Background: an optimization exercise with open tools, aiming at small area, a short achievable clock period and few clock cycles per item. Do not read the settings as production practice.
At most, simulation tests tie the RTL to the original design; equivalence was not proved.
The RTL of runs 3 and 4 was laid out without a check of its function.

**flow/run.sh**
```bash
#!/bin/bash
# synth_recipe.tcl (not shown) runs the flow's synth.tcl, then flattens the netlist and writes it again
# the make line also repeats each setting of config.mk as NAME=value (left out here)
make -C /OpenROAD-flow-scripts/flow DESIGN_CONFIG=/design/flow/config.mk WORK_HOME=/design/flow/orfs CLKGATE_MAP_FILE= SYNTH_SCRIPT=/design/flow/synth_recipe.tcl finish
```
**flow/config.mk**
```make
export PLATFORM = sky130hd
export DESIGN_NAME = polynomial_share_generator_mod251
export DESIGN_NICKNAME = polynomial_share_generator_mod251
export VERILOG_FILES = /design/flow/design.v
export SDC_FILE = /design/flow/constraint.sdc
export NUM_CORES = 4
export LEC_CHECK = 0
export CAP_MARGIN = 20
export CORE_MARGIN = 2
export CORE_UTILIZATION = 40
export SLEW_MARGIN = 20
```
**flow/constraint.sdc**
```tcl
create_clock -name core_clock -period 11.0 [get_ports {i_clk}]
set_input_delay 2.2000 -clock core_clock [delete_from_list [all_inputs] [get_ports {i_clk}]]
set_output_delay 2.2000 -clock core_clock [all_outputs]
set_load 0.01 [all_outputs]
```
**flow/design.v**
```verilog
package psg_pkg;
    localparam int NUM_COEF_FIELDS = 8;
    localparam int COEF_W          = 8;
    localparam int THRESH_W        = 4;
    localparam int SHARE_CNT_W     = 5;
    localparam int VALUE_W         = 8;
    localparam int DEF_MAX_COEFS   = 8;
    localparam int DEF_MAX_SHARES  = 16;
endpackage
module psg_mulj #(
    parameter int J = 1
) (
    input  logic [7:0]  i_a,
    input  logic [7:0]  i_b,
    output logic [11:0] o_v
);
    assign o_v = 12'(J) * 12'(i_a) + 12'(J) * 12'(i_b);
endmodule
module psg_fold (
    input  logic [11:0] i_v,
    output logic [7:0]  o_s
);
    logic [8:0] f;
    logic [9:0] t;
    always_comb begin
        f   = 9'(i_v[7:0]) + 9'(i_v[11:8]) + {3'b0, i_v[11:8], 2'b0};
        t   = 10'(f) + 10'd5;
        o_s = (t[9:8] != 2'b00) ? t[7:0] : f[7:0];
    end
endmodule
module psg_add2 (
    input  logic [7:0] i_a,
    input  logic [7:0] i_b,
    output logic [7:0] o_s
);
    logic [8:0] s;
    logic [8:0] t;
    always_comb begin
        s   = 9'(i_a) + 9'(i_b);
        t   = 9'(i_a) + 9'(i_b) + 9'd5;
        o_s = t[8] ? t[7:0] : s[7:0];
    end
endmodule
module psg_add3 (
    input  logic [8:0] i_a,
    input  logic [8:0] i_b,
    input  logic [8:0] i_c,
    output logic [7:0] o_s
);
    logic [9:0] s0;
    logic [9:0] s1;
    logic [9:0] s2;
    always_comb begin
        s0 = 10'(i_a) + 10'(i_b) + 10'(i_c);
        s1 = 10'(i_a) + 10'(i_b) + 10'(i_c) + 10'd5;      
        s2 = 10'(i_a) + 10'(i_b) + 10'(i_c) + 10'd10;     
        if (s2[9])                 o_s = s2[7:0];
        else if (s1[9:8] != 2'b00) o_s = s1[7:0];
        else                       o_s = s0[7:0];
    end
endmodule
module psg_seq (
    input  logic        i_clk,
    input  logic        i_rst_n,
    input  logic        i_valid,
    input  logic [63:0] i_item,
    input  logic [2:0]  i_deg,       
    input  logic [4:0]  i_n,
    input  logic        i_take,      
    output logic        o_full,
    output logic        o_ready,     
    output logic        o_done,
    output logic [4:0]  o_n,
    output logic [63:0] o_tab        
);
    logic        r_full;
    logic        r_ready;
    logic        r_done;
    logic        r_ph;               
    logic [2:0]  r_steps;
    logic [47:0] r_coefs;            
    logic [4:0]  r_n;
    logic [7:0]  r_d0;
    logic [7:1][7:0]  r_d;
    logic [7:1][11:0] r_v;
    logic [7:1][11:0] n_v;
    logic [7:1][7:0]  n_d;
    assign o_full  = r_full;
    assign o_ready = r_ready;
    assign o_done = r_done;
    assign o_n    = r_n;
    assign o_tab  = {r_d, r_d0};
    psg_mulj #(.J(1)) u_mul1 (.i_a(r_d[1]), .i_b(r_d0), .o_v(n_v[1]));
    generate
        for (genvar j = 2; j < 7; j++) begin : g_mul
            psg_mulj #(.J(j)) u_mul (.i_a(r_d[j]), .i_b(r_d[j-1]), .o_v(n_v[j]));
        end
        for (genvar j = 1; j < 8; j++) begin : g_fold
            psg_fold u_fold (.i_v(r_v[j]), .o_s(n_d[j]));
        end
    endgenerate
    psg_mulj #(.J(7)) u_mul7 (.i_a(8'd0), .i_b(r_d[6]), .o_v(n_v[7]));
    always_ff @(posedge i_clk) begin
        if (!i_rst_n) begin
            r_full  <= 1'b0;
            r_ready <= 1'b1;
            r_done  <= 1'b0;
        end else if (!r_full) begin
            r_full  <= i_valid;
            r_ready <= !i_valid;
            r_done  <= i_valid && (i_deg <= 3'd1);
        end else if (i_take) begin
            r_full  <= 1'b0;
            r_ready <= 1'b1;
            r_done  <= 1'b0;
        end else if (r_steps != 3'd0 && r_ph) begin
            r_done <= (r_steps == 3'd1);
        end
    end
    always_ff @(posedge i_clk) begin
        r_v <= n_v;
        if (!r_full) begin
            r_ph    <= 1'b0;
            r_steps <= (i_deg == 3'd0) ? 3'd0 : i_deg - 3'd1;
            r_coefs <= i_item[47:0];
            r_n     <= i_n;
            r_d0    <= (i_deg == 3'd0) ? i_item[63:56] : i_item[55:48];
            r_d[1]  <= (i_deg == 3'd0) ? 8'd0 : i_item[63:56];
            for (int j = 2; j < 8; j++) r_d[j] <= 8'd0;
        end else if (r_steps != 3'd0) begin
            r_ph <= !r_ph;
            if (r_ph) begin
                r_steps <= r_steps - 3'd1;
                r_coefs <= {r_coefs[39:0], 8'd0};
                r_d0    <= r_coefs[47:40];
                r_d     <= n_d;
            end
        end
    end
endmodule
module polynomial_share_generator_mod251 (
    input  logic        i_clk,
    input  logic        i_rst_n,
    input  logic        i_cfg_we,
    input  logic [0:0]  i_cfg_idx,
    input  logic [4:0]  i_cfg_data,
    input  logic        i_valid,
    output logic        o_ready,
    input  logic [63:0] i_item,
    output logic        o_valid,
    input  logic        i_ready,
    output logic [13:0] o_item
);
    logic [3:0]  r_threshold;
    logic [4:0]  r_share_count;
    logic [2:0]  deg;
    logic [4:0]  cnt;
    logic        a_full;
    logic        a_done;
    logic [4:0]  a_n;
    logic [63:0] a_tab;
    logic        load;
    always_ff @(posedge i_clk) begin
        if (!i_rst_n) begin
            r_threshold   <= 4'd2;
            r_share_count <= 5'd4;
        end else if (i_cfg_we) begin
            if (i_cfg_idx == 1'b0) begin
                r_threshold   <= i_cfg_data[3:0];
            end else begin
                r_share_count <= i_cfg_data;
            end
        end
    end
    always_comb begin
        if (r_threshold == 4'd0)     deg = 3'd0;
        else if (r_threshold > 4'd8) deg = 3'd7;
        else                         deg = 3'(r_threshold - 4'd1);
        if (r_share_count == 5'd0)       cnt = 5'd1;
        else if (r_share_count > 5'd16)  cnt = 5'd16;
        else                             cnt = r_share_count;
    end
    psg_seq u_seq (
        .i_clk    (i_clk),
        .i_rst_n  (i_rst_n),
        .i_valid  (i_valid),
        .i_item   (i_item),
        .i_deg    (deg),
        .i_n      (cnt),
        .i_take   (load),
        .o_full   (a_full),
        .o_ready  (o_ready),
        .o_done   (a_done),
        .o_n      (a_n),
        .o_tab    (a_tab)
    );
    logic        r_valid;
    logic        r_last;
    logic [4:0]  r_x;
    logic [4:0]  r_n;
    logic [7:0]  r_out;
    logic [7:1][7:0] r_r;
        logic [6:1][7:0] st_r;
    logic [7:0]  ld_out;
    logic [7:0]  st_out;
    logic        step;
    logic        sel_load;
    logic        en;
    assign sel_load = a_done && (!r_valid || r_last);
    assign load = sel_load && (!r_valid || i_ready);
    assign step = r_valid && i_ready && !r_last;
    assign en   = load || step;
    generate
        for (genvar j = 1; j < 7; j++) begin : g_add
            psg_add2 u_add (.i_a(r_r[j]), .i_b(r_r[j+1]), .o_s(st_r[j]));
        end
    endgenerate
    psg_add3 u_out_ld (.i_a({1'b0, a_tab[7:0]}), .i_b({1'b0, a_tab[15:8]}), .i_c(9'd0), .o_s(ld_out));
    psg_add3 u_out_st (.i_a({1'b0, r_out}), .i_b({1'b0, r_r[1]}), .i_c({1'b0, r_r[2]}), .o_s(st_out));
    always_ff @(posedge i_clk) begin
        if (!i_rst_n) begin
            r_valid <= 1'b0;
        end else if (load) begin
            r_valid <= 1'b1;
        end else if (i_ready) begin
            if (r_last) r_valid <= 1'b0;
        end
    end
    always_ff @(posedge i_clk) begin
        if (en) begin
            r_x    <= sel_load ? 5'd1 : r_x + 5'd1;
            r_n    <= sel_load ? a_n : r_n;
            r_last <= sel_load ? (a_n == 5'd1) : (r_x + 5'd1 == r_n);
            r_out  <= sel_load ? ld_out : st_out;
            r_r    <= sel_load ? a_tab[63:8] : {r_r[7], st_r};
        end
    end
    assign o_valid = r_valid;
    assign o_item  = {r_x, r_out, r_last};
endmodule
```
==> results of run 1 <==
registers in the layout, summed over array words and instances (netlist names):
register,flops
u_seq.r_v,72
r_r,56
u_seq.r_d,56
u_seq.r_coefs,48
r_out,8
u_seq.r_d0,8
r_n,5
r_share_count,5
r_x,5
u_seq.r_n,5
r_threshold,4
u_seq.r_steps,3
r_last,1
r_valid,1
u_seq.r_done,1
u_seq.r_full,1
u_seq.r_ph,1
u_seq.r_ready,1
final timing paths:
check,end,slack [ps]
worst max-delay path,r_out[1],6680
worst min-delay path,r_r[53],440
worst max register to register,r_out[1],6680
worst min register to register,r_r[53],440
critical path: cells and delay by family, from the launching register on:
| family | cells | cell delay (ps) |
|---|---|---|
| xor+xnor | 1 | 600 |
| fa+ha+maj | 3 | 1150 |
| compound gates | 2 | 600 |
| buf+inv | 1 | 60 |
| flops | 1 | 520 |
| simple gates | 3 | 730 |
| mux | 1 | 410 |
per-stage QoR:
step                setup WS, ps  instance area [um2]
finish                      6684                23100
global route                6261                23100
CTS                         6695                23090
detailed placement          6753                21960
global placement            6853                21960
floorplan                   5231                20310
synthesized netlist by cell type, types with 4 or more instances:
cell type	number	area (um2)
a211o_1	6	52.55
a211oi_1	24	180.2
a21boi_0	11	82.58
a21boi_1	6	45.04
a21o_1	51	382.9
a21oi_1	134	670.6
a311oi_1	5	43.79
a31o_2	6	52.55
a31oi_1	13	81.33
a32oi_1	9	78.83
and2_1	16	100.1
clkbuf_1	39	146.4
dfxtp_1	134	2683
edfxtp_1	147	4414
fa_1	71	1421
ha_1	230	2878
inv_1	135	506.7
mux2_2	42	473.0
mux2i_1	28	280.3
nand2_1	153	574.3
nand2b_1	19	118.9
nand3_1	36	180.2
nand3b_1	12	90.09
nand4_1	18	112.6
nand4b_1	13	113.9
nor2_1	146	548.0
nor2b_1	38	237.7
nor3_1	22	110.1
nor3b_1	5	37.54
nor4_1	4	25.02
o211ai_1	12	90.09
o21a_1	18	135.1
o21ai_0	135	675.7
o21ai_1	17	85.08
o21bai_1	30	225.2
o22ai_1	4	25.02
o31a_1	4	35.03
o31ai_1	8	60.06
or2_1	5	31.28
or2_2	4	25.02
or3_1	8	50.05
or4_1	5	37.54
xnor2_1	120	1051
xor2_1	67	586.8
logic make-up (layout without fill, tap and decap cells):
group,after synthesis,after routing
adders and majority gates,304,304
xor gates and xnor gates,187,187
muxes,71,71
and+or+nand+nor,514,514
DFF,281,281
AOI/OAI and AO/OA,522,522
buffers and inverters,183,298
per-layer routing:
metal / vias up / global-route usage / part of all wire
li1: 7571 / - / -
met1: 7149 / 0.2386 / 0.48
met2: 199 / 0.2991 / 0.47
met3: 51 / 0.02440 / 0.033
met4: 0 / 0.04038 / 0.018
met5: - / 0 / 0
cell type report:
class | count | area [um2]
timing repair buffer | 98 | 960.9
inverter | 137 | 514.2
tap | 672 | 840.8
clock inverter | 19 | 206.4
fill | 4670 | 27070
multi-input combinational | 1598 | 12540
sequential | 281 | 7101
clock buffer | 44 | 930.9
==> results.py, run 1 <==
metrics = {
    "finish": {
        "final_cell_mix": "ha_1 (230), nand2_1 (152), edfxtp_1 (147), nor2_1 (145)",
        "drive_gt1_frac": 0.05926,
        "finalCoreUtilization": 0.4604,
        "layout.nets": 2527,
        "instances_no_fill": 2849,
        "antenna_cells": 0,
        "area_growth_pct": 13.72,
        "layout_commonest_cell": "ha_1",
    },
    "sta": {
        "min_period_ps": 4316,
        "rsz0062_at_grt": "false",
        "fin_crit_sh": 0.3923,
        "finalSetupViolations": 0,
        "relSlewSlack": 0.3925,
        "finalSetupTns_ps": 0,
        "max_freq_mhz": 231.7,
        "clock-skew-final_ps": 18.00,
        "hold_slack_ps": 436.4,
        "worst_pin_slew_ps": 911.3,
        "drv_slew": 0,
        "hold_viol": 0,
    },
    "critical_path": {
        "path_class": "flip-flop to flip-flop",
        "cp_data_required_time_ps": 11300,
        "reg2regPathDepth": 11,
        "r2r_start": "r_r[9]",
        "worstPathCellList": "fa_1 > ha_1 > inv_1 > fa_1 > xnor2_1 > o21ai_0 > nor3_1 > mux2i_1 > nor2b_1 > or3_1 > a31o_1",
        "slowest_stage": "xnor2_1",
        "startpoint": "r_r[9]",
        "worstSetupStartpointType": "flip-flop",
        "path_common_cell": "fa_1",
        "cpPeakStageDelay_ps": 600,
        "cp-end-kind": "flip-flop",
        "cp.arrival_ps": 4620,
        "path_max_fanout": 11,
    },
    "placement": {
        "portBuffers": 90,
        "place_inst": 2786,
        "dpl.hpwl_um": 34080,
        "gp_congestion": 0.8130,
    },
    "clocking": {
        "htree_levels": 2,
        "clk_latency_ps": 540,
        "cts_tree": "yes",
        "cts_root_buffer": "clkbuf_16",
        "numCtsBuffers": 35,
        "cts_hold_buffers": 0,
        "post_cts_buffers": 0,
        "clock-sinks": 281,
        "cts_buffer_depth": 3,
        "post_cts_resized": 0,
        "clk_pin_slew_ps": 60,
    },
    "global_routing": {
        "grt_usage": 0.1764,
        "grt.overflow.total": 0,
        "grt_pass1_vias": 14920,
        "antenna_found_initial": 0,
        "grt_max_degree": 74,
        "grt_pass1_wl_um": 75930,
    },
    "synth": {
        "synth_nets": 2438,
        "synth-edff-count": 147,
        "ys_ff_latch": 281,
        "synth_fa_ha_area_frac": 0.2131,
        "yosysWarnings": 5,
        "syn_avg_cell_area_um2": 9.850,
        "synth-compound-area-share": 0.1624,
        "synth_cell_types": 79,
        "synth_mux_area_frac": 0.03764,
        "synth_xor_area_frac": 0.08064,
        "async_flop_share": 0,
        "syn_area_um2": 20310,
        "synthCells": 2062,
        "synthSimpleGateAreaFrac": 0.1226,
        "synth-seq-area-share": 0.3494,
        "synth_ff_type": "edfxtp_1",
        "synth_top_family_by_area": "adder cells",
    },
    "min_path": {
        "hold_class": "flip-flop to flip-flop",
        "worstHoldStart": "u_seq.r_d[53]",
        "whs_path_depth": 0,
    },
    "detailed_routing": {
        "drt_iter0_drc": 891,
        "first_pass_iters": 5,
        "viasPerCell": 5.254,
        "route.vias.total": 14970,
        "detail-route-antenna-nets": 0,
        "routed_wl_um": 46150,
        "wl_per_cell_um": 16.20,
        "drc_errors": 0,
    },
    "floorplanning": {
        "die_w_um": 229.3,
        "ios": 91,
        "die_y_um": 229.3,
        "initial_core_util": 0.4048,
        "core_area_um2": 50170,
        "die_area_um2": 52590,
        "placementRows": 82,
    },
    "job": {
        "cap_violations": 0,
    },
    "status": {
        "status": "complete, no violations",
    },
}
Testbench counts, summed over its fixed seeds: cycles 14,034, shares 13,040.
==> run 2: changes to the inputs <==
==> flow/flow/run.sh (new file) <==
#!/bin/bash
# Standard layout, with timing repair asked to leave 7.5 ns of setup slack at the design's
# clock period (the standard flow stops repairing once the design meets the period).
set -euo pipefail
bash standard.sh SETUP_SLACK_MARGIN=7.5 finish > flow_standard.log 2>&1
==> flow/standard.sh (new file) <==
#!/bin/bash
# synth_recipe.tcl (not shown) runs the flow's synth.tcl, then flattens the netlist and writes it again
# the make line also repeats each setting of config.mk as NAME=value (left out here)
make -C /OpenROAD-flow-scripts/flow DESIGN_CONFIG=/design/flow/config.mk WORK_HOME=/design/flow/orfs CLKGATE_MAP_FILE= SYNTH_SCRIPT=/design/flow/synth_recipe.tcl "${@:-finish}"
removed: flow/run.sh
==> results.py, run 2 <==
metrics = {
    "synth": {
        "synthCells": 2062,
        "synth_area_leaders": "edfxtp_1 (22%), ha_1 (14%), dfxtp_1 (13%)",
        "synth-seq-area-share": 0.3494,
        "synth-edff-count": 147,
        "synth_cell_types": 79,
        "synth_most_common_cell": "ha_1",
        "synth_nets": 2438,
        "synth_ff_type": "edfxtp_1",
        "async_flop_share": 0,
        "yosysWarnings": 5,
        "syn_avg_cell_area_um2": 9.850,
        "ys_ff_latch": 281,
        "synth_top_cell_area_share": 0.2173,
        "synth_top_area_cell": "edfxtp_1",
        "synthTopCellsByCount": "ha_1 (230), nand2_1 (153), edfxtp_1 (147)",
        "syn_area_um2": 20310,
    },
    "global_routing": {
        "grt_pass1_wl_um": 76940,
        "grt.overflow.total": 0,
        "grt_pass1_vias": 15170,
        "grt_usage": 0.1783,
        "grt_max_degree": 75,
        "antenna_found_initial": 0,
    },
    "detailed_routing": {
        "drc_errors": 0,
        "drt_iter0_drc": 800,
        "wl_per_cell_um": 16.44,
        "routed_wl_um": 47530,
        "detail-route-antenna-nets": 0,
        "first_pass_iters": 5,
        "viasPerCell": 5.274,
        "route.vias.total": 15240,
    },
    "floorplanning": {
        "placementRows": 82,
        "core_area_um2": 50170,
        "ios": 91,
        "die_y_um": 229.3,
        "initial_core_util": 0.4048,
        "die_area_um2": 52590,
        "die_w_um": 229.3,
    },
    "sta": {
        "hold_slack_ps": 436.9,
        "clock-skew-final_ps": 24.37,
        "finalSetupViolations": 0,
        "worst_pin_slew_ps": 923.6,
        "max_freq_mhz": 283.9,
        "fin_crit_sh": 0.3203,
        "relSlewSlack": 0.3843,
        "finalSetupTns_ps": 0,
        "drv_slew": 0,
        "min_period_ps": 3523,
        "hold_viol": 0,
        "rsz0062_at_grt": "true",
    },
    "critical_path": {
        "worst-r2r-setup-slack_ps": 7480,
        "regToRegEndpoint": "r_out[1]",
        "worstSetupStartpointType": "flip-flop",
        "r2r_start": "r_out[6]",
        "path_max_fanout": 7,
        "cp.arrival_ps": 3840,
        "cp_data_required_time_ps": 11320,
        "path_class": "flip-flop to flip-flop",
        "reg2regPathDepth": 12,
        "cp-end-kind": "flip-flop",
    },
    "placement": {
        "portBuffers": 90,
        "dpl.hpwl_um": 34290,
        "gp_congestion": 0.8253,
    },
    "min_path": {
        "whs_path_depth": 0,
        "worstHoldStart": "u_seq.r_d[52]",
        "hold_class": "flip-flop to flip-flop",
        "holdPathEnd": "r_r[52]",
    },
    "clocking": {
        "cts_tree": "yes",
        "cts_hold_buffers": 0,
        "clk_latency_ps": 570,
        "cts_buffer_depth": 3,
        "cts_root_buffer": "clkbuf_16",
        "htree_levels": 2,
        "clk_pin_slew_ps": 60,
        "clock-sinks": 281,
        "numCtsBuffers": 35,
    },
    "finish": {
        "layout_commonest_cell": "ha_1",
        "top_register": "u_seq.r_v",
        "largest_reg_flops": 72,
        "num-fill-cells": 4619,
        "drive_gt1_frac": 0.1168,
        "final_cell_mix": "ha_1 (225), nand2_1 (151), edfxtp_1 (147), nor2_1 (141), o21ai_0 (133)",
        "area_growth_pct": 17.73,
        "antenna_cells": 0,
        "multi_input_area_um2": 13050,
        "layout.nets": 2569,
        "reg.largest.list": "u_seq.r_v: 72 flops, r_r: 56 flops, u_seq.r_d: 56 flops",
        "seqCellArea_um2": 7109,
    },
    "status": {
        "status": "complete, no violations",
    },
    "job": {
        "cap_violations": 0,
    },
}
run 2: cell counts after synthesis:
Identical to the previous run, type by type.
run 2: through the flow:
step / instance area (um2) / setup WS [ps] / util / cells
final: 23910 / 7477 / 0.4766 / 2890
after global routing: 23910 / 7335 / 0.4766 / 2890
after CTS: 23390 / 7378 / 0.4663 / 2864
after detailed placement: 22000 / 6789 / 0.4386 / 2785
after global placement: 22000 / 6823 / 0.4386 / 2785
after floorplan: 20380 / 7326 / - / 2062
run 2: critical path: stages (launching register included):
cell      delay (ps)
edfxtp_1         380
buf_4            160
fa_1             470
ha_1             250
or2_1            240
nor2_1           260
a31oi_4          170
xnor2_4          220
or2_1            310
mux2i_2          230
nor2b_1           60
or3_1            310
a31o_1           220
run 2: cell families after synthesis:
family,synth area share
flops,0.3494
buf+inv,0.03419
fa+ha+maj,0.2131
compound gates,0.1624
simple gates,0.1226
mux,0.03764
xor+xnor,0.08064
run 2: repair_timing:
item / in CTS / in global routing
endpoints found under the hold margin: 0 / 0
gates resized for setup: 59 / 76
pin swaps: 11 / 35
setup buffers: 17 / 26
setup endpoints to repair: 35 / 119
run 2: per-layer routing:
metal / up-vias / global-route usage / wire [um]
met5: - / 0 / 0
met4: 0 / 0.05499 / 1349
met3: 79 / 0.02216 / 1475
met2: 234 / 0.3065 / 22920
met1: 7296 / 0.2336 / 21780
li1: 7633 / - / -
run 2: worst max-delay path by stage:
| stage | from | to | slack, ps | depth (start not counted) |
|---|---|---|---|---|
| floorplan | i_ready | r_last | 7330 | 2 |
| global placement | i_ready | u_seq.r_done | 6820 | 6 |
| detailed placement | i_ready | u_seq.r_done | 6790 | 6 |
| CTS | r_r[1] | r_out[1] | 7380 | 13 |
| global route | r_out[2] | r_out[1] | 7330 | 11 |
| finish | r_out[6] | r_out[1] | 7480 | 12 |
run 2: cell type report:
type / count / area share
Tap cell: 672 / 0.03516
Clock buffer: 51 / 0.04165
Multi-Input combinational cell: 1598 / 0.5458
Timing Repair Buffer: 140 / 0.05269
Clock inverter: 11 / 0.005860
Inverter: 137 / 0.02151
Sequential cell: 281 / 0.2973
==> run 3: changes to the inputs <==
--- a/flow/design.v
+++ b/flow/design.v
@@ -57,6 +57,20 @@
         if (s2[9])                 o_s = s2[7:0];
         else if (s1[9:8] != 2'b00) o_s = s1[7:0];
         else                       o_s = s0[7:0];
+    end
+endmodule
+module psg_red2 (
+    input  logic [8:0] i_a,
+    output logic [7:0] o_s
+);
+    logic [9:0] s1;
+    logic [9:0] s2;
+    always_comb begin
+        s1 = 10'(i_a) + 10'd5;       
+        s2 = 10'(i_a) + 10'd10;      
+        if (s2[9])                 o_s = s2[7:0];
+        else if (s1[9:8] != 2'b00) o_s = s1[7:0];
+        else                       o_s = i_a[7:0];
     end
 endmodule
 module psg_seq (
@@ -90,12 +104,15 @@
     assign o_done = r_done;
     assign o_n    = r_n;
     assign o_tab  = {r_d, r_d0};
-    psg_mulj #(.J(1)) u_mul1 (.i_a(r_d[1]), .i_b(r_d0), .o_v(n_v[1]));
+    logic [8:0] s1;
+    assign s1 = 9'(r_d[1]) + 9'(r_d0);
+    psg_red2 u_red1 (.i_a(s1), .o_s(n_d[1]));
+    assign n_v[1] = '0;
     generate
         for (genvar j = 2; j < 7; j++) begin : g_mul
             psg_mulj #(.J(j)) u_mul (.i_a(r_d[j]), .i_b(r_d[j-1]), .o_v(n_v[j]));
         end
-        for (genvar j = 1; j < 8; j++) begin : g_fold
+        for (genvar j = 2; j < 8; j++) begin : g_fold
             psg_fold u_fold (.i_v(r_v[j]), .o_s(n_d[j]));
         end
     endgenerate
@@ -118,9 +135,10 @@
         end
     end
     always_ff @(posedge i_clk) begin
-        r_v <= n_v;
         if (!r_full) begin
-            r_ph    <= 1'b0;
+            r_v     <= '0;
+            r_v[2]  <= {3'b0, i_item[63:56], 1'b0};
+            r_ph    <= 1'b1;
             r_steps <= (i_deg == 3'd0) ? 3'd0 : i_deg - 3'd1;
             r_coefs <= i_item[47:0];
             r_n     <= i_n;
@@ -128,6 +146,7 @@
             r_d[1]  <= (i_deg == 3'd0) ? 8'd0 : i_item[63:56];
             for (int j = 2; j < 8; j++) r_d[j] <= 8'd0;
         end else if (r_steps != 3'd0) begin
+            r_v  <= n_v;
             r_ph <= !r_ph;
             if (r_ph) begin
                 r_steps <= r_steps - 3'd1;
==> results.py, run 3 <==
metrics = {
    "status": {
        "status": "complete, no violations",
    },
    "synth": {
        "synth_nets": 2500,
        "synth-seq-area-share": 0.3403,
        "synth_top_cell_area_share": 0.2264,
        "synth_most_common_cell": "ha_1",
        "syn_area_um2": 20560,
        "synth_area_leaders": "edfxtp_1 (23%), ha_1 (14%), dfxtp_1 (11%)",
        "synth_top_area_cell": "edfxtp_1",
        "synth_ff_type": "edfxtp_1",
        "synth_cell_types": 78,
        "syn_avg_cell_area_um2": 9.662,
        "synth-edff-count": 155,
        "synthCells": 2128,
        "yosysWarnings": 6,
        "ys_ff_latch": 272,
        "async_flop_share": 0,
        "synthTopCellsByCount": "ha_1 (226), nand2_1 (204), a21oi_1 (161)",
    },
    "critical_path": {
        "worstSetupStartpointType": "flip-flop",
        "cp.arrival_ps": 4050,
        "cp_data_required_time_ps": 11300,
        "path_max_fanout": 5,
        "path_class": "flip-flop to flip-flop",
        "cp-end-kind": "flip-flop",
    },
    "global_routing": {
        "grt.overflow.total": 0,
        "grt_pass1_wl_um": 81290,
        "grt_max_degree": 86,
        "antenna_found_initial": 0,
        "grt_usage": 0.1885,
        "grt_pass1_vias": 15590,
    },
    "finish": {
        "final_cell_mix": "ha_1 (219), nand2_1 (201), edfxtp_1 (155), a21oi_1 (147), o21ai_0 (131)",
        "drive_gt1_frac": 0.1279,
        "area_growth_pct": 18.46,
        "num-fill-cells": 4754,
        "final_cell_area_um2": 24350,
        "reg.largest.list": "u_seq.r_v: 63 flops, r_r: 56 flops, u_seq.r_d: 56 flops",
        "layout.nets": 2615,
        "top_register": "u_seq.r_v",
        "antenna_cells": 0,
        "layout_commonest_cell": "ha_1",
        "seqCellArea_um2": 7039,
        "multi_input_area_um2": 13570,
        "largest_reg_flops": 63,
    },
    "sta": {
        "worst_pin_slew_ps": 967.0,
        "relSlewSlack": 0.3554,
        "hold_viol": 0,
        "fin_crit_sh": 0.3407,
        "finalSetupTns_ps": 0,
        "finalSetupViolations": 0,
        "max_freq_mhz": 266.8,
        "clock-skew-final_ps": 20.90,
        "min_period_ps": 3748,
        "rsz0062_at_grt": "true",
        "drv_slew": 0,
    },
    "floorplanning": {
        "placementRows": 83,
        "core_area_um2": 51090,
        "initial_core_util": 0.4024,
        "die_w_um": 230.7,
        "die_y_um": 230.7,
        "ios": 91,
        "die_area_um2": 53230,
    },
    "clocking": {
        "htree_levels": 1,
        "clk_pin_slew_ps": 60,
        "cts_tree": "yes",
        "cts_buffer_depth": 3,
        "numCtsBuffers": 31,
        "clock-sinks": 272,
        "cts_root_buffer": "clkbuf_16",
        "clk_latency_ps": 580,
        "cts_hold_buffers": 0,
    },
    "detailed_routing": {
        "drt_iter0_drc": 951,
        "first_pass_iters": 5,
        "viasPerCell": 5.328,
        "routed_wl_um": 50640,
        "wl_per_cell_um": 17.18,
        "route.vias.total": 15700,
        "detail-route-antenna-nets": 0,
        "drc_errors": 0,
    },
    "job": {
        "cap_violations": 0,
    },
    "placement": {
        "gp_congestion": 0.8283,
        "dpl.hpwl_um": 36710,
        "place_area_um2": 22270,
        "portBuffers": 90,
    },
    "min_path": {
        "hold_class": "flip-flop to flip-flop",
    },
}
==> run 3: cell types whose count changed in the layout (fill, tap and decap cells not counted), moves of 10 or more <==
cell | before | now
a21oi_1 | 121 | 147
and3_1 | 1 | 15
dfxtp_1 | 128 | 97
nand2_1 | 151 | 201
nand3_1 | 35 | 49
nand4b_1 | 13 | 3
nor2_1 | 141 | 117
nor3_1 | 16 | 32
o21ai_1 | 17 | 7
==> run 3: area by class of cell <==
type                    instances  area share
clock buffers                  39     0.03350
clock inverters                18     0.01058
inverters                     130     0.02004
multi-input cells            1660      0.5572
flip-flops and latches        272      0.2890
well taps                     680     0.03493
repair buffers                148     0.05471
==> run 3: layer usage <==
metal  share of wire  global-route usage  vias to the layer above
li1                -                   -                     7860
met1            0.48              0.2671                     7545
met2            0.46              0.3058                      235
met3           0.040             0.02372                       61
met4           0.020             0.04556                        0
met5               0                   0                        -
==> run 3: path summary, 6_finish.rpt <==
path	slack, ps	startpoint	endpoint	cells after the start
min reg2reg	430	u_seq.r_d[50]	r_r[50]	0
max reg2reg	7250	r_out[6]	r_out[1]	13
min	430	u_seq.r_d[50]	r_r[50]	0
max	7250	r_out[6]	r_out[1]	13
==> run 3: logic make-up after synthesis <==
| family | count (synthesis) | synth area share |
|---|---|---|
| muxes | 82 | 0.04333 |
| AOI/OAI and AO/OA | 530 | 0.1623 |
| buffers and inverters | 197 | 0.03615 |
| and+or+nand+nor | 562 | 0.1298 |
| xor gates and xnor gates | 184 | 0.07948 |
| DFF | 272 | 0.3403 |
| adders and majority gates | 301 | 0.2086 |
==> run 3: timing repair <==
action | CTS | global route
pin swaps | 26 | 40
resized for setup | 79 | 92
setup endpoints to repair | 110 | 119
buffers inserted | 24 | 22
cloned | 0 | 1
==> run 3: critical path, cell delays in order (launching register included) <==
cell and delay [ps]:
edfxtp_1 380, buf_4 160, fa_1 470, ha_1 410, o21ai_0 180, a21oi_1 280, o41ai_4 170, xor2_2 190
buf_4 190, or3_4 380, a2111oi_2 360, a21oi_2 80, a21oi_2 170, a21oi_1 50
==> run 3: through the flow <==
step	std cells	setup WS, ps	util	hold WS [ps]
global route	2947	7097	0.4767	440.7
finish	2947	7252	0.4767	433.5
floorplan	2128	7326	-	403.0
global placement	2843	6798	0.4359	422.3
CTS	2924	7286	0.4650	437.8
detailed placement	2843	6718	0.4359	423.4
==> run 4: changes to the inputs <==
--- a/flow/design.v
+++ b/flow/design.v
@@ -81,6 +81,7 @@
     input  logic [2:0]  i_deg,       
     input  logic [4:0]  i_n,
     input  logic        i_take,      
+    input  logic        i_bvalid_n,  
     output logic        o_full,
     output logic        o_ready,     
     output logic        o_done,
@@ -117,27 +118,40 @@
         end
     endgenerate
     psg_mulj #(.J(7)) u_mul7 (.i_a(8'd0), .i_b(r_d[6]), .o_v(n_v[7]));
+    logic full_n;
+    logic done_n;
+    always_comb begin
+        full_n = r_full;
+        done_n = r_done;
+        if (r_ready) begin
+            full_n = i_valid;
+            done_n = i_valid && (i_deg <= 3'd1);
+        end else if (i_take) begin
+            full_n = 1'b0;
+            done_n = 1'b0;
+        end else if (r_steps != 3'd0 && r_ph) begin
+            done_n = (r_steps == 3'd1);
+        end
+    end
     always_ff @(posedge i_clk) begin
         if (!i_rst_n) begin
             r_full  <= 1'b0;
             r_ready <= 1'b1;
             r_done  <= 1'b0;
-        end else if (!r_full) begin
-            r_full  <= i_valid;
-            r_ready <= !i_valid;
-            r_done  <= i_valid && (i_deg <= 3'd1);
-        end else if (i_take) begin
-            r_full  <= 1'b0;
-            r_ready <= 1'b1;
-            r_done  <= 1'b0;
-        end else if (r_steps != 3'd0 && r_ph) begin
-            r_done <= (r_steps == 3'd1);
-        end
-    end
-    always_ff @(posedge i_clk) begin
-        if (!r_full) begin
+        end else begin
+            r_full  <= full_n;
+            r_done  <= done_n;
+            r_ready <= !full_n || (done_n && !i_bvalid_n);
+        end
+    end
+    always_ff @(posedge i_clk) begin
+        if (r_ready) begin
             r_v     <= '0;
             r_v[2]  <= {3'b0, i_item[63:56], 1'b0};
+        end else begin
+            r_v     <= n_v;
+        end
+        if (r_ready) begin
             r_ph    <= 1'b1;
             r_steps <= (i_deg == 3'd0) ? 3'd0 : i_deg - 3'd1;
             r_coefs <= i_item[47:0];
@@ -146,7 +160,6 @@
             r_d[1]  <= (i_deg == 3'd0) ? 8'd0 : i_item[63:56];
             for (int j = 2; j < 8; j++) r_d[j] <= 8'd0;
         end else if (r_steps != 3'd0) begin
-            r_v  <= n_v;
             r_ph <= !r_ph;
             if (r_ph) begin
                 r_steps <= r_steps - 3'd1;
@@ -179,6 +192,8 @@
     logic [4:0]  a_n;
     logic [63:0] a_tab;
     logic        load;
+    logic        r_valid;
+    logic        valid_n;
     always_ff @(posedge i_clk) begin
         if (!i_rst_n) begin
             r_threshold   <= 4'd2;
@@ -207,13 +222,13 @@
         .i_deg    (deg),
         .i_n      (cnt),
         .i_take   (load),
+        .i_bvalid_n (valid_n),
         .o_full   (a_full),
         .o_ready  (o_ready),
         .o_done   (a_done),
         .o_n      (a_n),
         .o_tab    (a_tab)
     );
-    logic        r_valid;
     logic        r_last;
     logic [4:0]  r_x;
     logic [4:0]  r_n;
@@ -225,6 +240,7 @@
     logic        step;
     logic        sel_load;
     logic        en;
+    assign valid_n = load || (r_valid && !(i_ready && r_last));
     assign sel_load = a_done && (!r_valid || r_last);
     assign load = sel_load && (!r_valid || i_ready);
     assign step = r_valid && i_ready && !r_last;
@@ -239,10 +255,8 @@
     always_ff @(posedge i_clk) begin
         if (!i_rst_n) begin
             r_valid <= 1'b0;
-        end else if (load) begin
-            r_valid <= 1'b1;
-        end else if (i_ready) begin
-            if (r_last) r_valid <= 1'b0;
+        end else begin
+            r_valid <= valid_n;
         end
     end
     always_ff @(posedge i_clk) begin
==> results.py, run 4 <==
metrics = {
    "placement": {
        "place_inst": 2801,
        "place_area_um2": 21930,
        "portBuffers": 90,
        "dp_slack_ps": 6731,
        "dpl.hpwl_um": 35270,
        "gp_congestion": 0.8191,
    },
    "sta": {
        "relSlewSlack": 0.2934,
        "finalSetupViolations": 0,
        "max_freq_mhz": 243.5,
        "hold_viol": 0,
        "drv_slew": 0,
        "hold_slack_ps": 423.9,
        "worst_pin_slew_ps": 1060,
        "rsz0062_at_grt": "true",
        "clock-skew-final_ps": 19.38,
        "min_period_ps": 4107,
        "finalSetupTns_ps": 0,
        "fin_ws_ps": 6893,
        "fin_crit_sh": 0.3734,
    },
    "floorplanning": {
        "die_w_um": 229.1,
        "die_y_um": 229.1,
        "initial_core_util": 0.4049,
        "ios": 91,
        "core_area_um2": 50070,
        "placementRows": 82,
        "die_area_um2": 52490,
    },
    "synth": {
        "syn_avg_cell_area_um2": 9.736,
        "synth_top_family_by_area": "adder cells",
        "synthCells": 2082,
        "synth_area_leaders": "edfxtp_1 (22%), ha_1 (15%), dfxtp_1 (12%)",
        "synth-compound-area-share": 0.1541,
        "synth_xor_area_frac": 0.08746,
        "synth_cell_types": 87,
        "synth-seq-area-share": 0.3412,
        "synth_top_area_cell": "edfxtp_1",
        "synth_mux_area_frac": 0.03957,
        "yosysWarnings": 6,
        "synth_nets": 2457,
        "ys_ff_latch": 272,
        "synth_most_common_cell": "ha_1",
        "synth_ff_type": "edfxtp_1",
        "synthSimpleGateAreaFrac": 0.1329,
        "synth_fa_ha_area_frac": 0.2094,
        "synth_top_cell_area_share": 0.2178,
        "synth-edff-count": 147,
        "synthTopCellsByCount": "ha_1 (236), nand2_1 (168), edfxtp_1 (147), o21ai_0 (147), nor2_1 (145)",
        "syn_area_um2": 20270,
        "async_flop_share": 0,
    },
    "global_routing": {
        "grt_usage": 0.1845,
        "grt_pass1_vias": 14990,
        "grt.overflow.total": 0,
        "grt_pass1_wl_um": 78720,
        "antenna_found_initial": 0,
        "grt_max_degree": 97,
    },
    "critical_path": {
        "reg2regPathDepth": 18,
        "slowest_stage": "edfxtp_1",
        "path_class": "flip-flop to flip-flop",
        "cp.arrival_ps": 4370,
        "cpPeakStageDelay_ps": 440,
        "worstPathCellList": "ha_1 > a21o_1 > a21oi_2 > o21bai_1 > a21oi_2 > o21bai_1 > a21oi_1 > xnor2_1 > ha_2 > buf_4 > a211oi_2 > o211a_1 > o211ai_4 > or2_4 > a21boi_4 > o32a_1 > a211oi_2 > a211oi_1",
        "worst-r2r-setup-slack_ps": 6890,
        "cp_data_required_time_ps": 11260,
        "cp-end-kind": "flip-flop",
        "path_max_fanout": 5,
        "worstSetupStartpointType": "flip-flop",
        "r2r_start": "r_out[1]",
        "regToRegEndpoint": "r_out[4]",
    },
    "clocking": {
        "cts_hold_buffers": 0,
        "cts_buffer_depth": 3,
        "cts_tree": "yes",
        "cts_root_buffer": "clkbuf_16",
        "clk_pin_slew_ps": 60,
        "clk_latency_ps": 560,
        "clock-sinks": 272,
        "htree_levels": 2,
        "numCtsBuffers": 35,
    },
    "detailed_routing": {
        "route.vias.total": 15440,
        "detail-route-antenna-nets": 0,
        "viasPerCell": 5.276,
        "wl_per_cell_um": 16.71,
        "routed_wl_um": 48920,
        "drc_errors": 0,
        "drt_iter0_drc": 1069,
        "first_pass_iters": 6,
    },
    "finish": {
        "area_growth_pct": 18.91,
        "top_register": "u_seq.r_v",
        "drive_gt1_frac": 0.1309,
        "instances_no_fill": 2927,
        "final_cell_area_um2": 24100,
        "layout.nets": 2603,
        "largest_reg_flops": 63,
        "layout_commonest_cell": "ha_1",
        "reg.largest.list": "u_seq.r_v: 63 flops, r_r: 56 flops, u_seq.r_d: 56 flops",
        "final_cell_mix": "ha_1 (230), nand2_1 (165), edfxtp_1 (147), nor2_1 (142), o21ai_0 (142)",
        "num-fill-cells": 4702,
        "finalCoreUtilization": 0.4814,
    },
    "min_path": {
        "holdPathEnd": "r_r[53]",
        "whs_path_depth": 0,
        "worstHoldStart": "u_seq.r_d[53]",
        "hold_class": "flip-flop to flip-flop",
    },
    "status": {
        "status": "complete, no violations",
    },
    "job": {
        "cap_violations": 0,
    },
}
run 4: cell count changes in the layout (fill, tap and decap cells not counted), sizes merged, moves of 10 or more:
cell,change
nor2,+21
ha,+10
o21ai,+15
nand2,-36
xor2,+11
a21oi,-28
buf,+10
nand3,-13
mux2,-10
run 4: cell type report:
class	count	area (um2)	area share
Sequential cell	272	6944	0.2881
Timing Repair Buffer	161	1459	0.06053
Clock buffer	48	974.7	0.04044
Clock inverter	15	160.2	0.006645
Antenna cell	1	2.502	0.0001038
Multi-Input combinational cell	1627	13230	0.5488
Tap cell	672	840.8	0.03488
Inverter	131	493.0	0.02045
run 4: what timing repair did:
item	4_1_cts	5_1_grt
setup buffers	25	37
setup endpoints to repair	45	133
cloned	0	0
pin swaps	17	41
gates resized for setup	55	84
run 4: cell families (layout without fill, tap and decap cells):
| logic type | Yosys count | after routing |
|---|---|---|
| buffers and inverters | 183 | 355 |
| multiplexers | 74 | 74 |
| XOR/XNOR | 199 | 199 |
| adder cells (fa/ha/maj) | 301 | 301 |
| other | 0 | 1 |
| flip-flops | 272 | 272 |
| AO/OA/AOI/OAI | 499 | 499 |
| AND/OR/NAND/NOR | 554 | 554 |
run 4: worst max path at each step:
| stage | startpoint | endpoint |
|---|---|---|
| 3_5_place_dp | r_r[1] | r_out[4] |
| 5_1_grt | r_out[1] | r_out[4] |
| 3_3_place_gp | r_r[1] | r_out[4] |
| 2_1_floorplan | r_out[0] | r_out[4] |
| 6_report | r_out[1] | r_out[4] |
| 4_1_cts | r_out[1] | r_out[4] |
run 4: per-layer routing:
layer / track usage / vias up / wire (um)
met5: 0 / - / 0
met4: 0.05743 / 0 / 1202
met1: 0.2644 / 7340 / 23860
met3: 0.02328 / 71 / 1947
met2: 0.2893 / 299 / 21910
li1: - / 7732 / -
run 4: critical path, delay by kind of cell, from the launching register on:
family                     cells  cell delay [ps]
DFF                            1              440
and+or+nand+nor                1              270
buffers and inverters          1              150
AOI/OAI and AO/OA             13             2150
xor gates and xnor gates       1              160
adders and majority gates      2              650
==> run 5: changes to the inputs <==
--- a/flow/design.v
+++ b/flow/design.v
@@ -57,20 +57,6 @@
         if (s2[9])                 o_s = s2[7:0];
         else if (s1[9:8] != 2'b00) o_s = s1[7:0];
         else                       o_s = s0[7:0];
-    end
-endmodule
-module psg_red2 (
-    input  logic [8:0] i_a,
-    output logic [7:0] o_s
-);
-    logic [9:0] s1;
-    logic [9:0] s2;
-    always_comb begin
-        s1 = 10'(i_a) + 10'd5;       
-        s2 = 10'(i_a) + 10'd10;      
-        if (s2[9])                 o_s = s2[7:0];
-        else if (s1[9:8] != 2'b00) o_s = s1[7:0];
-        else                       o_s = i_a[7:0];
     end
 endmodule
 module psg_seq (
@@ -105,15 +91,12 @@
     assign o_done = r_done;
     assign o_n    = r_n;
     assign o_tab  = {r_d, r_d0};
-    logic [8:0] s1;
-    assign s1 = 9'(r_d[1]) + 9'(r_d0);
-    psg_red2 u_red1 (.i_a(s1), .o_s(n_d[1]));
-    assign n_v[1] = '0;
+    psg_mulj #(.J(1)) u_mul1 (.i_a(r_d[1]), .i_b(r_d0), .o_v(n_v[1]));
     generate
         for (genvar j = 2; j < 7; j++) begin : g_mul
             psg_mulj #(.J(j)) u_mul (.i_a(r_d[j]), .i_b(r_d[j-1]), .o_v(n_v[j]));
         end
-        for (genvar j = 2; j < 8; j++) begin : g_fold
+        for (genvar j = 1; j < 8; j++) begin : g_fold
             psg_fold u_fold (.i_v(r_v[j]), .o_s(n_d[j]));
         end
     endgenerate
@@ -145,14 +128,9 @@
         end
     end
     always_ff @(posedge i_clk) begin
+        r_v <= n_v;
         if (r_ready) begin
-            r_v     <= '0;
-            r_v[2]  <= {3'b0, i_item[63:56], 1'b0};
-        end else begin
-            r_v     <= n_v;
-        end
-        if (r_ready) begin
-            r_ph    <= 1'b1;
+            r_ph    <= 1'b0;
             r_steps <= (i_deg == 3'd0) ? 3'd0 : i_deg - 3'd1;
             r_coefs <= i_item[47:0];
             r_n     <= i_n;
==> results.py, run 5 <==
metrics = {
    "job": {
        "cap_violations": 0,
    },
    "finish": {
        "drive_gt1_frac": 0.1259,
        "area_growth_pct": 17.70,
        "top_register": "u_seq.r_v",
        "largest_reg_flops": 72,
        "antenna_cells": 0,
        "finalCoreUtilization": 0.4752,
        "final_cell_mix": "ha_1 (223), nand2_1 (158), inv_1 (147), edfxtp_1 (147), o21ai_0 (136)",
        "layout.nets": 2559,
        "reg.largest.list": "u_seq.r_v: 72 flops, r_r: 56 flops, u_seq.r_d: 56 flops",
        "layout_commonest_cell": "ha_1",
    },
    "sta": {
        "fin_ws_ps": 7477,
        "hold_slack_ps": 432.1,
        "finalSetupTns_ps": 0,
        "drv_slew": 0,
        "clock-skew-final_ps": 19.43,
        "min_period_ps": 3523,
        "finalSetupViolations": 0,
        "relSlewSlack": 0.2783,
        "max_freq_mhz": 283.9,
        "fin_crit_sh": 0.3202,
        "worst_pin_slew_ps": 1078,
        "rsz0062_at_grt": "true",
        "hold_viol": 0,
    },
    "clocking": {
        "clk_pin_slew_ps": 60,
        "cts_root_buffer": "clkbuf_16",
        "cts_tree": "yes",
        "cts_buffer_depth": 3,
        "numCtsBuffers": 31,
        "clock-sinks": 281,
        "htree_levels": 1,
        "clk_latency_ps": 600,
    },
    "critical_path": {
        "cp-end-kind": "flip-flop",
        "worstSetupStartpointType": "flip-flop",
        "worst-r2r-setup-slack_ps": 7480,
        "path_class": "flip-flop to flip-flop",
        "cp_data_required_time_ps": 11350,
        "cp.arrival_ps": 3880,
        "path_max_fanout": 6,
    },
    "detailed_routing": {
        "route.vias.total": 15050,
        "wl_per_cell_um": 16.18,
        "viasPerCell": 5.227,
        "drc_errors": 0,
        "first_pass_iters": 5,
        "routed_wl_um": 46610,
        "drt_iter0_drc": 814,
        "detail-route-antenna-nets": 0,
    },
    "global_routing": {
        "grt_max_degree": 88,
        "grt.overflow.total": 0,
        "grt_pass1_vias": 15130,
        "grt_pass1_wl_um": 77520,
        "antenna_found_initial": 1,
        "grt_usage": 0.1785,
        "grtUsageMet2": 0.2878,
        "gr-usage-met3": 0.02458,
        "grt.busiest_layer": "met2",
        "grt.met1_usage": 0.2543,
    },
    "floorplanning": {
        "die_area_um2": 52340,
        "initial_core_util": 0.4037,
        "die_y_um": 228.8,
        "placementRows": 82,
        "ios": 91,
        "die_w_um": 228.8,
        "core_area_um2": 50070,
    },
    "synth": {
        "synth_top_area_cell": "edfxtp_1",
        "syn_area_um2": 20210,
        "synth_nets": 2416,
        "synth_cell_types": 82,
        "synth_area_leaders": "edfxtp_1 (22%), ha_1 (14%), dfxtp_1 (13%)",
        "syn_avg_cell_area_um2": 9.908,
        "synthTopCellsByCount": "ha_1 (230), nand2_1 (158), inv_1 (148)",
        "synth_most_common_cell": "ha_1",
        "synth_ff_type": "edfxtp_1",
        "synthCells": 2040,
        "synth-seq-area-share": 0.3511,
        "yosysWarnings": 5,
        "async_flop_share": 0,
        "synth-edff-count": 147,
        "synth_top_cell_area_share": 0.2184,
        "ys_ff_latch": 281,
    },
    "placement": {
        "portBuffers": 90,
        "gp_congestion": 0.8251,
        "dpl.hpwl_um": 34020,
        "dp_slack_ps": 6809,
    },
    "min_path": {
        "hold_class": "flip-flop to flip-flop",
    },
    "status": {
        "status": "complete, no violations",
    },
}
[run 5: cell types whose count changed after synthesis, sizes merged, moves of 8 or more]
cell / change
a21oi: -15
xnor2: +14
xor2: -12
clkbuf: -9
nand2: -10
dfxtp: +9
nor3b: -8
a21o: +11
o21ai: -13
inv: +20
o211ai: -9
nor2: -23
nand4: +8
[run 5: metrics by stage]
step,cells,cell area [um2]
after floorplan,2040,20250
after global placement,2772,21920
after detailed placement,2772,21920
after CTS,2856,23290
after global routing,2880,23790
final,2880,23790
[run 5: layout make-up]
type / instances / area (um2)
sequential: 281 / 7113
fill: 4728 / 26280
tap: 672 / 840.8
timing repair buffer: 148 / 1286
multi-input combinational: 1571 / 13030
clock inverter: 15 / 88.84
inverter: 150 / 564.3
clock buffer: 43 / 872.1
[run 5: per-layer routing]
layer	up-vias	share of wire
met3	64	0.044
met1	7155	0.49
met5	-	0.00028
met2	260	0.44
met4	2	0.018
li1	7573	-
[run 5: worst paths after layout]
kind / endpoint / depth (start not counted) / startpoint
hold reg to reg: r_r[51] / 0 / u_seq.r_d[51]
setup reg to reg: r_out[1] / 13 / r_out[5]
hold / removal: r_r[51] / 0 / u_seq.r_d[51]
setup / recovery: r_out[1] / 13 / r_out[5]
[run 5: cells by family (layout without fill, tap and decap cells)]
family,Yosys count,count (layout),synth area share
adders and majority gates,302,302,0.2132
muxes,69,69,0.03671
buffers and inverters,188,356,0.03522
xor gates and xnor gates,201,201,0.08747
and+or+nand+nor,501,501,0.1191
DFF,281,281,0.3511
AOI/OAI and AO/OA,498,498,0.1572
[run 5: worst max-delay path, stage by stage, from the launching register on]
cell and delay [ps]:
edfxtp_1 380, buf_4 150, fa_1 520, ha_4 320
o211ai_1 110, or2_2 320, a221oi_4 350, buf_4 180
o41ai_4 90, buf_4 200, buf_4 140, or3_1 340
nand4_1 110, nand2_1 50
[run 5: repair_timing]
action | CTS | global route
buffers inserted | 26 | 24
hold endpoints to repair | 0 | 0
pin swaps | 16 | 54
hold buffers | 0 | 0
resized for setup | 104 | 74
setup endpoints to repair | 110 | 72
Testbench counts of run 5, summed over its fixed seeds: cycles 13,700, shares 13,040.
==> run 6: changes to the inputs <==
--- a/flow/config.mk
+++ b/flow/config.mk
@@ -7,5 +7,5 @@
 export LEC_CHECK = 0
 export CAP_MARGIN = 20
 export CORE_MARGIN = 2
-export CORE_UTILIZATION = 40
+export CORE_UTILIZATION = 60
 export SLEW_MARGIN = 20
==> results.py, run 6 <==
metrics = {
    "status": {
        "status": "complete, no violations",
    },
    "synth": {
        "yosysWarnings": 5,
        "synth-edff-count": 147,
        "synth_ff_type": "edfxtp_1",
        "synth-seq-area-share": 0.3511,
        "syn_area_um2": 20210,
        "syn_avg_cell_area_um2": 9.908,
        "synthTopCellsByCount": "ha_1 (230), nand2_1 (158), inv_1 (148)",
        "synth_top_cell_area_share": 0.2184,
        "synth_nets": 2416,
        "synth_area_leaders": "edfxtp_1 (22%), ha_1 (14%), dfxtp_1 (13%)",
        "synth_most_common_cell": "ha_1",
        "ys_ff_latch": 281,
        "synthCells": 2040,
        "synth_top_area_cell": "edfxtp_1",
        "synth_cell_types": 82,
        "async_flop_share": 0,
    },
    "sta": {
        "rsz0062_at_grt": "true",
        "min_period_ps": 3661,
        "finalSetupTns_ps": 0,
        "hold_viol": 0,
        "clock-skew-final_ps": 14.43,
        "drv_slew": 0,
        "max_freq_mhz": 273.1,
        "relSlewSlack": 0.3599,
        "worst_pin_slew_ps": 960.2,
        "hold_slack_ps": 432.7,
        "fin_crit_sh": 0.3328,
        "fin_ws_ps": 7339,
        "finalSetupViolations": 0,
    },
    "global_routing": {
        "grt_max_degree": 91,
        "grt_pass1_wl_um": 75580,
        "grt.overflow.total": 0,
        "antenna_found_initial": 0,
        "grt_pass1_vias": 14970,
        "grt_usage": 0.2641,
    },
    "clocking": {
        "cts_root_buffer": "clkbuf_16",
        "cts_tree": "yes",
        "htree_levels": 2,
        "cts_hold_buffers": 0,
        "clock-sinks": 281,
        "cts_buffer_depth": 3,
        "clk_pin_slew_ps": 60,
        "clk_latency_ps": 530,
        "numCtsBuffers": 34,
    },
    "floorplanning": {
        "core_area_um2": 33360,
        "ios": 91,
        "placementRows": 67,
        "die_y_um": 187.5,
        "die_area_um2": 35170,
        "initial_core_util": 0.6058,
        "die_w_um": 187.5,
    },
    "detailed_routing": {
        "route.vias.total": 15400,
        "drc_errors": 0,
        "detail-route-antenna-nets": 0,
        "routed_wl_um": 47220,
        "wl_per_cell_um": 17.70,
        "first_pass_iters": 7,
        "drt_iter0_drc": 996,
        "viasPerCell": 5.770,
    },
    "critical_path": {
        "path_class": "flip-flop to flip-flop",
        "reg2regPathDepth": 15,
        "cp.arrival_ps": 3930,
        "cp-end-kind": "flip-flop",
        "worstSetupStartpointType": "flip-flop",
        "path_max_fanout": 8,
        "cp_data_required_time_ps": 11270,
    },
    "finish": {
        "num-fill-cells": 2549,
        "antenna_cells": 0,
        "layout.nets": 2571,
        "largest_reg_flops": 72,
        "area_growth_pct": 18.01,
        "layout_commonest_cell": "ha_1",
        "final_cell_mix": "ha_1 (224), nand2_1 (157), edfxtp_1 (147), inv_1 (145), o21ai_0 (136)",
        "top_register": "u_seq.r_v",
        "drive_gt1_frac": 0.1284,
        "reg.largest.list": "u_seq.r_v: 72 flops, r_r: 56 flops, u_seq.r_d: 56 flops",
    },
    "placement": {
        "dpl.hpwl_um": 33460,
        "dp_slack_ps": 6833,
        "portBuffers": 90,
        "gp_congestion": 0.8848,
    },
    "min_path": {
        "hold_class": "flip-flop to flip-flop",
        "whs_path_depth": 0,
    },
    "job": {
        "cap_violations": 0,
    },
}
-- run 6: cell counts after synthesis --
Identical to the previous run, type by type.
-- run 6: repair_timing --
item,in CTS,in global routing
setup buffers,18,38
cloned,2,1
endpoints found under the hold margin,0,0
pin swaps,13,46
resized for setup,71,95
endpoints found under the setup margin,67,135
-- run 6: critical path, stage by stage, from the launching register on --
cell	delay, ps
edfxtp_1	390
buf_6	130
fa_1	540
ha_2	180
inv_2	40
fa_2	370
nor2b_4	140
o311a_1	220
o32a_1	220
nand2_2	100
o41ai_4	460
buf_6	220
nand2b_4	70
o31ai_4	60
xnor2_1	150
a21oi_1	80
-- run 6: cell families after synthesis --
kind of cell / share of synthesized area
compound gates: 0.1572
xor+xnor: 0.08747
fa+ha+maj: 0.2132
buf+inv: 0.03522
flops: 0.3511
mux: 0.03671
simple gates: 0.1191
-- run 6: final cells by class --
cell class | instances | area (um2) | area share
inverters | 150 | 568.0 | 0.02381
clock inverters | 17 | 111.4 | 0.004668
repair buffers | 157 | 1495 | 0.06268
multi-input cells | 1571 | 13030 | 0.5462
clock buffers | 44 | 970.9 | 0.04070
well taps | 448 | 560.5 | 0.02350
flip-flops and latches | 281 | 7119 | 0.2985
-- run 6: through the flow --
step | instances | cell area [um2] | utilization
floorplan | 2040 | 20250 | -
global placement | 2548 | 21640 | 0.6485
detailed placement | 2548 | 21640 | 0.6485
CTS | 2629 | 23150 | 0.6938
global route | 2668 | 23850 | 0.7149
finish | 2668 | 23850 | 0.7149
-- run 6: path summary, 6_finish.rpt --
kind	end	slack (ps)	startpoint
max	r_out[3]	7340	r_out[1]
min	r_r[48]	430	u_seq.r_d[48]
max reg2reg	r_out[3]	7340	r_out[1]
min reg2reg	r_r[48]	430	u_seq.r_d[48]
-- run 6: metal layers --
layer | vias up | track usage | wire length (um)
met5 | - | 0 | 0
met4 | 0 | 0.06602 | 983
met3 | 83 | 0.04361 | 2613
met2 | 375 | 0.4174 | 21350
met1 | 7323 | 0.3801 | 22270
li1 | 7614 | - | -

==> port drivers added, routing unchanged <==
The flow's constraints put no driver on any port. The routed layouts listed below were extracted and timed again, unchanged, in two steps. Step 1 sets driving cells, clkbuf_16 on the clock port and buf_2 on the other inputs (assumed; they add their load-dependent delay and slew). Step 2, shift: input delay + t, output delay - t, t = (earliest + latest rising clock arrival at the registers) / 2. This alone moves slack from input paths to output paths. Slacks: ideal / step 1 / step 2; pairs: ideal / step 1.
run | shift t [ns] | setup slack, ns | worst setup path at the end | clock arrival spread, ns | worst data-port slew with drivers (ns)
run 1 | 0.588 | 6.684 / 6.684 / 6.684 | register to register | 0.023 / 0.022 | 0.06
run 2 | 0.611 | 7.477 / 7.477 / 7.080 | input to register | 0.029 / 0.029 | 0.06
run 3 | 0.632 | 7.252 / 7.252 / 7.006 | input to register | 0.022 / 0.022 | 0.05
run 4 | 0.609 | 6.893 / 6.893 / 6.893 | register to register | 0.021 / 0.022 | 0.06
run 5 | 0.641 | 7.477 / 7.477 / 7.000 | input to register | 0.022 / 0.022 | 0.06
run 6 | 0.579 | 7.339 / 7.339 / 7.144 | input to register | 0.015 / 0.016 | 0.05
After both steps setup and hold are still met in every run listed. For run 5, which loses most, drivers alone change the setup slack by 0.000 ns; drivers and shift together by -0.477 ns.
